Context: an optimization exercise on an open-source flow, tuned for a short achievable clock period and few clock cycles. The choices shown serve that exercise and are no tape-out recipe.
Only simulation tests tie the RTL to the original design; equivalence was not proved.
Power figures rest on the tool's default switching activity, not on a simulated workload.

==> inputs of indigo <==
==> flow/design.v (excerpt) <==
module kgp_risc_multicycle_core #(
   parameter int          ADDR_W   = 10,
   parameter logic [31:0] RESET_PC = 32'h0
) (
   input  logic              i_clk,
   input  logic              i_rst,
   output logic              o_mem_req,
   output logic              o_mem_we,
   output logic [ADDR_W-1:0] o_mem_addr,
   output logic [31:0]       o_mem_wdata,
   input  logic [31:0]       i_mem_rdata,
   input  logic              i_mem_ack,
   input  logic              i_halt_req,
   output logic              o_halted,
   output logic              o_retire,
   output logic              o_illegal,
   output logic [31:0]       o_pc_out
);
   localparam int AW = ADDR_W;
   typedef enum logic [1:0] {S_RUN, S_DRAIN, S_HALT} state_t;
   state_t            r_st;
   logic              r_halted, r_retire, r_illegal;
   logic [31:0]       r_pc_out;
   logic              r_c;
   logic [31:0]       r_rf [32];    
   logic [31:0]       r_rfv;        
   logic [31:0]       r_rfz;        
   logic              r_req, r_we;
   logic [AW-1:0]     r_addr;
   logic [AW-1:0]     r_faddr;     
   logic [31:0]       r_wdata;
   logic              r_mv, r_mis, r_mld, r_mwe;
   logic [4:0]        r_mrt;
   logic [AW-1:0]     r_maddr;
   logic [31:0]       r_mwdata;
  ...
make LEC_CHECK=0 ABC_CLOCK_PERIOD_IN_PS=2500 CAP_MARGIN=20 CORE_MARGIN=2 CORE_UTILIZATION=25 SETUP_SLACK_MARGIN=3.5 SLEW_MARGIN=20 finish   # period 6.0 ns
run.sh (not shown) runs the stock make flow with config.mk's settings and CLKGATE_MAP_FILE= SYNTH_SCRIPT=/design/flow/synth_recipe.tcl, a recipe that flattens the netlist after the stock synthesis.
==> inputs of pepper, as changes to indigo <==
--- a/flow/design.v
+++ b/flow/design.v
@@ -64,28 +64,28 @@
    logic [32:0] e_sum;
    logic [31:0] e_res, e_npc;
    logic        e_taken, e_misp, e_mem;
    logic [33:0] e_sumx;
    assign e_sumx = {1'b0, e_a, e_cin} + {1'b0, e_b, e_cin};
    assign e_sum  = e_sumx[33:1];
-   logic [31:0] e_sra, e_shl, e_shr;
-   assign e_sra = $signed(e_a) >>> e_sh;
-   assign e_shl = e_a << e_sh;
-   assign e_shr = e_a >> e_sh;
+   logic [31:0] e_shl, e_shr;
+   logic [32:0] e_shrx;
+   assign e_shl  = e_a << e_sh;
+   assign e_shrx = $signed({e_ssra & e_a[31], e_a}) >>> e_sh;    
+   assign e_shr  = e_shrx[31:0];
    logic e_zsum, e_zf;
    assign e_zsum = ((e_a ^ e_b) == {e_a[30:0] | e_b[30:0], e_cin});
    assign e_zf   = (e_sadd & e_zsum) | (e_sand & ~|(e_a & e_b)) | (e_sxor & (e_a == e_b)) |
-                   (e_sshl & ~|e_shl) | (e_sshr & ~|e_shr) | (e_ssra & ~|e_sra) | (e_spb & ~|e_b);
+                   (e_sshl & ~|e_shl) | ((e_sshr | e_ssra) & ~|e_shr) | (e_spb & ~|e_b);
    always_comb begin
       e_res = '0;
       if (e_sadd) e_res = e_res | e_sum[31:0];
       if (e_sand) e_res = e_res | (e_a & e_b);
       if (e_sxor) e_res = e_res | (e_a ^ e_b);
       if (e_sshl) e_res = e_res | e_shl;
-      if (e_sshr) e_res = e_res | e_shr;
-      if (e_ssra) e_res = e_res | e_sra;
+      if (e_sshr | e_ssra) e_res = e_res | e_shr;
       if (e_spb)  e_res = e_res | e_b;
    end
    assign e_taken = (e_bz & e_az) | (e_bnz & ~e_az) | (e_bltz & e_a[31]) |
                     (e_bcy & r_c) | (e_bncy & ~r_c);
    assign e_misp  = (e_br & ~e_rok) | (e_cb & (e_taken != e_pred));
    assign e_npc   = e_br ? e_a : (e_cb & (e_taken != e_pred)) ? e_alt : e_pnpc;
@@ -104,23 +104,12 @@
    assign m_wait    = r_mv & ~r_mis;                
    assign issue_e   = e_fire & e_mem & port_free;   
    assign issue_m   = m_wait & port_free;
    assign r_mdata   = r_mv & r_mis;
    assign m_done    = r_mdata & i_mem_ack;
    assign m_ldone   = m_done & r_mld;
-   function automatic [31:0] add20(input [31:0] p, input [19:0] off);
-      reg [20:0] lo;
-      reg [11:0] hi;
-      begin
-         lo = {1'b0, p[19:0]} + {1'b0, off};
-         hi = p[31:20];
-         if (lo[20] & ~off[19]) hi = p[31:20] + 12'd1;
-         else if (~lo[20] & off[19]) hi = p[31:20] - 12'd1;
-         add20 = {hi, lo[19:0]};
-      end
-   endfunction
    logic [5:0]  d_op, d_fn;
    logic [4:0]  d_rs, d_rt, d_dst;
    logic [31:0] d_sext, d_pc4, d_jaddr, d_baddr, d_tgt, d_npc, d_ra, d_rb, d_a, d_b, d_bi;
    logic [31:0] d_pc8, d_jaddr4, d_baddr4, d_tgt4, d_npc4;
    logic        d_j, d_cb, d_ret, d_pred, d_r, d_ill, d_adv, byp_a, byp_b, d_bfix;
    assign d_op    = r_ir[31:26];
@@ -131,18 +120,18 @@
    assign d_j     = (d_op == 6'd5) || (d_op == 6'd6);
    assign d_cb    = (d_op >= 6'd8) && (d_op <= 6'd12);
    assign d_ret   = (d_op == 6'd7) && (d_rs == 5'd31);
    assign d_pred  = r_irp;
    assign d_pc4   = r_dpc4;
    assign d_jaddr = {d_pc4[31:28], r_ir[25:0], 2'b00};
-   assign d_baddr = add20(d_pc4, {d_sext[17:0], 2'b00});
+   assign d_baddr = d_pc4 + {d_sext[29:0], 2'b00};
    assign d_tgt   = d_j ? d_jaddr : d_ret ? r_ras : d_baddr;
    assign d_npc   = d_pred ? d_tgt : d_pc4;
    assign d_pc8    = d_pc4 + 32'd4;
    assign d_jaddr4 = d_jaddr + 32'd4;
-   assign d_baddr4 = add20(d_pc4, {r_ir1[16], r_ir1, 2'b00});
+   assign d_baddr4 = d_pc4 + {{13{r_ir1[16]}}, r_ir1, 2'b00};
    assign d_tgt4   = d_j ? d_jaddr4 : d_ret ? r_ras4 : d_baddr4;
    assign d_npc4   = d_pred ? d_tgt4 : d_pc8;
    assign d_r     = (d_op == 6'd0) && (d_fn <= 6'd6);
    assign d_ill   = ((d_op == 6'd0) && (d_fn > 6'd6)) || (d_op > 6'd12);
    assign d_dst   = (d_op == 6'd6) ? 5'd31 : d_rs;
    assign d_bfix  = (d_op == 6'd0) || (d_op == 6'd4);
==> inputs of onyx, as changes to indigo <==
--- a/flow/design.v
+++ b/flow/design.v
@@ -64,28 +64,28 @@
    logic [32:0] e_sum;
    logic [31:0] e_res, e_npc;
    logic        e_taken, e_misp, e_mem;
    logic [33:0] e_sumx;
    assign e_sumx = {1'b0, e_a, e_cin} + {1'b0, e_b, e_cin};
    assign e_sum  = e_sumx[33:1];
-   logic [31:0] e_sra, e_shl, e_shr;
-   assign e_sra = $signed(e_a) >>> e_sh;
-   assign e_shl = e_a << e_sh;
-   assign e_shr = e_a >> e_sh;
+   logic [31:0] e_shl, e_shr;
+   logic [32:0] e_shrx;
+   assign e_shl  = e_a << e_sh;
+   assign e_shrx = $signed({e_ssra & e_a[31], e_a}) >>> e_sh;    
+   assign e_shr  = e_shrx[31:0];
    logic e_zsum, e_zf;
    assign e_zsum = ((e_a ^ e_b) == {e_a[30:0] | e_b[30:0], e_cin});
    assign e_zf   = (e_sadd & e_zsum) | (e_sand & ~|(e_a & e_b)) | (e_sxor & (e_a == e_b)) |
-                   (e_sshl & ~|e_shl) | (e_sshr & ~|e_shr) | (e_ssra & ~|e_sra) | (e_spb & ~|e_b);
+                   (e_sshl & ~|e_shl) | ((e_sshr | e_ssra) & ~|e_shr) | (e_spb & ~|e_b);
    always_comb begin
       e_res = '0;
       if (e_sadd) e_res = e_res | e_sum[31:0];
       if (e_sand) e_res = e_res | (e_a & e_b);
       if (e_sxor) e_res = e_res | (e_a ^ e_b);
       if (e_sshl) e_res = e_res | e_shl;
-      if (e_sshr) e_res = e_res | e_shr;
-      if (e_ssra) e_res = e_res | e_sra;
+      if (e_sshr | e_ssra) e_res = e_res | e_shr;
       if (e_spb)  e_res = e_res | e_b;
    end
    assign e_taken = (e_bz & e_az) | (e_bnz & ~e_az) | (e_bltz & e_a[31]) |
                     (e_bcy & r_c) | (e_bncy & ~r_c);
    assign e_misp  = (e_br & ~e_rok) | (e_cb & (e_taken != e_pred));
    assign e_npc   = e_br ? e_a : (e_cb & (e_taken != e_pred)) ? e_alt : e_pnpc;
@@ -104,23 +104,12 @@
    assign m_wait    = r_mv & ~r_mis;                
    assign issue_e   = e_fire & e_mem & port_free;   
    assign issue_m   = m_wait & port_free;
    assign r_mdata   = r_mv & r_mis;
    assign m_done    = r_mdata & i_mem_ack;
    assign m_ldone   = m_done & r_mld;
-   function automatic [31:0] add20(input [31:0] p, input [19:0] off);
-      reg [20:0] lo;
-      reg [11:0] hi;
-      begin
-         lo = {1'b0, p[19:0]} + {1'b0, off};
-         hi = p[31:20];
-         if (lo[20] & ~off[19]) hi = p[31:20] + 12'd1;
-         else if (~lo[20] & off[19]) hi = p[31:20] - 12'd1;
-         add20 = {hi, lo[19:0]};
-      end
-   endfunction
    logic [5:0]  d_op, d_fn;
    logic [4:0]  d_rs, d_rt, d_dst;
    logic [31:0] d_sext, d_pc4, d_jaddr, d_baddr, d_tgt, d_npc, d_ra, d_rb, d_a, d_b, d_bi;
    logic [31:0] d_pc8, d_jaddr4, d_baddr4, d_tgt4, d_npc4;
    logic        d_j, d_cb, d_ret, d_pred, d_r, d_ill, d_adv, byp_a, byp_b, d_bfix;
    assign d_op    = r_ir[31:26];
@@ -131,18 +120,18 @@
    assign d_j     = (d_op == 6'd5) || (d_op == 6'd6);
    assign d_cb    = (d_op >= 6'd8) && (d_op <= 6'd12);
    assign d_ret   = (d_op == 6'd7) && (d_rs == 5'd31);
    assign d_pred  = r_irp;
    assign d_pc4   = r_dpc4;
    assign d_jaddr = {d_pc4[31:28], r_ir[25:0], 2'b00};
-   assign d_baddr = add20(d_pc4, {d_sext[17:0], 2'b00});
+   assign d_baddr = d_pc4 + {d_sext[29:0], 2'b00};
    assign d_tgt   = d_j ? d_jaddr : d_ret ? r_ras : d_baddr;
    assign d_npc   = d_pred ? d_tgt : d_pc4;
    assign d_pc8    = d_pc4 + 32'd4;
    assign d_jaddr4 = d_jaddr + 32'd4;
-   assign d_baddr4 = add20(d_pc4, {r_ir1[16], r_ir1, 2'b00});
+   assign d_baddr4 = d_pc4 + {{13{r_ir1[16]}}, r_ir1, 2'b00};
    assign d_tgt4   = d_j ? d_jaddr4 : d_ret ? r_ras4 : d_baddr4;
    assign d_npc4   = d_pred ? d_tgt4 : d_pc8;
    assign d_r     = (d_op == 6'd0) && (d_fn <= 6'd6);
    assign d_ill   = ((d_op == 6'd0) && (d_fn > 6'd6)) || (d_op > 6'd12);
    assign d_dst   = (d_op == 6'd6) ? 5'd31 : d_rs;
    assign d_bfix  = (d_op == 6'd0) || (d_op == 6'd4);
- CORE_UTILIZATION: 25 -> 40
==> comparison <==
- onyx completed with no timing, DRC or antenna violations. pepper produced a clean layout. indigo finished clean.
- The highest via count belongs to onyx, the lowest to indigo.
- Register-to-register slack: indigo is lower than onyx (190 ps).
- Area after synthesis: pepper is higher than indigo (about 0.7%).
- Clock skew, lowest first: onyx, indigo, pepper.
- Final cell count, lowest first: onyx, indigo, pepper.
- Sequential power is about the same in pepper and indigo.
- Against pepper, the synthesized cell count of indigo is lower by about 2.4%.
- Power: onyx > indigo > pepper.
==> figures <==
| item | pepper | onyx | indigo |
|---|---|---|---|
| Destination of the worst hold path | r_sk1[1] | r_sk[13] | r_sk[13] |
| Power density cells | 406.1 mW/mm2 | 415.6 mW/mm2 | 415.7 mW/mm2 |
| Slack of the worst reg-to-reg path | 2320 ps | 2500 ps | 2310 ps |
| Net count reported at finish | 13030 | 13340 | 12740 |
| Arithmetic-cell share of the synthesized area counting full adders, half adders and majority gates | 1.646% | 1.646% | 1.455% |
| Switching part of the total power | 41.04% | 40.92% | 41.02% |
| Aggregate global-route resource usage | 28.02% | 49.45% | 26.95% |
| Post-DR vias/cell | 6.434 | 7.448 | 6.428 |
| Part of the power in combinational logic | 46.9% | 47.0% | 47.3% |
| Fraction of met2 tracks used by global routing | 38.00% | 68.33% | 36.70% |
| Status | timing/DRC/antenna clean | timing/DRC/antenna clean | timing/DRC/antenna clean |
| Maximum VDD drop | 0.3095 mV | 0.3185 mV | 0.2611 mV |
| Area of the placeable core | 0.4942 mm2 | 0.3088 mm2 | 0.4907 mm2 |
| Met3 wire len | 128500 um | 130000 um | 124500 um |
| Total Power | 68.34 mW | 71.08 mW | 69.42 mW |
| Chip height | 708.9 um | 561.3 um | 706.3 um |
| Number of CTS-inserted buffers | 234 | 267 | 233 |
| Data buffer area share | 12.47% | 14.37% | 12.62% |
Testbench counts of indigo, summed over its fixed seeds: cycles 36,477.
Testbench counts of pepper, summed over its fixed seeds: cycles 36,477.
Testbench counts of onyx, summed over its fixed seeds: cycles 36,477.

## static timing again, ports no longer ideal
Ports are ideal in the flow. The routed layouts listed here were re-timed in OpenROAD. Step 1: set_driving_cell puts a clkbuf_16 on i_clk and a buf_2 on each other input, an assumption about the parent block. Step 2, shift: input delay + t, output delay - t, t = (earliest + latest rising clock arrival at the registers) / 2. This alone moves slack from input paths to output paths. a / b / c = ideal ports / drivers / drivers and shift; a / b = the first two.
| run | t, ns | slack for setup (ns) | latest minus earliest clock arrival (ns) | worst slew at a driven data input, ns | cell pins on the clock port's net |
|---|---|---|---|---|---|
| indigo | 1.075 | 2.305 / 2.305 / 2.003 | 0.100 / 0.099 | 0.18 | 1 |
| pepper | 1.099 | 2.315 / 2.315 / 1.730 | 0.138 / 0.139 | 0.07 | 1 |
| onyx | 1.047 | 2.497 / 2.497 / 1.762 | 0.101 / 0.100 | 0.08 | 1 |
After both steps every run listed still meets setup and hold. For onyx, which loses most, drivers alone change the setup slack by 0.000 ns; drivers and shift together by -0.735 ns.
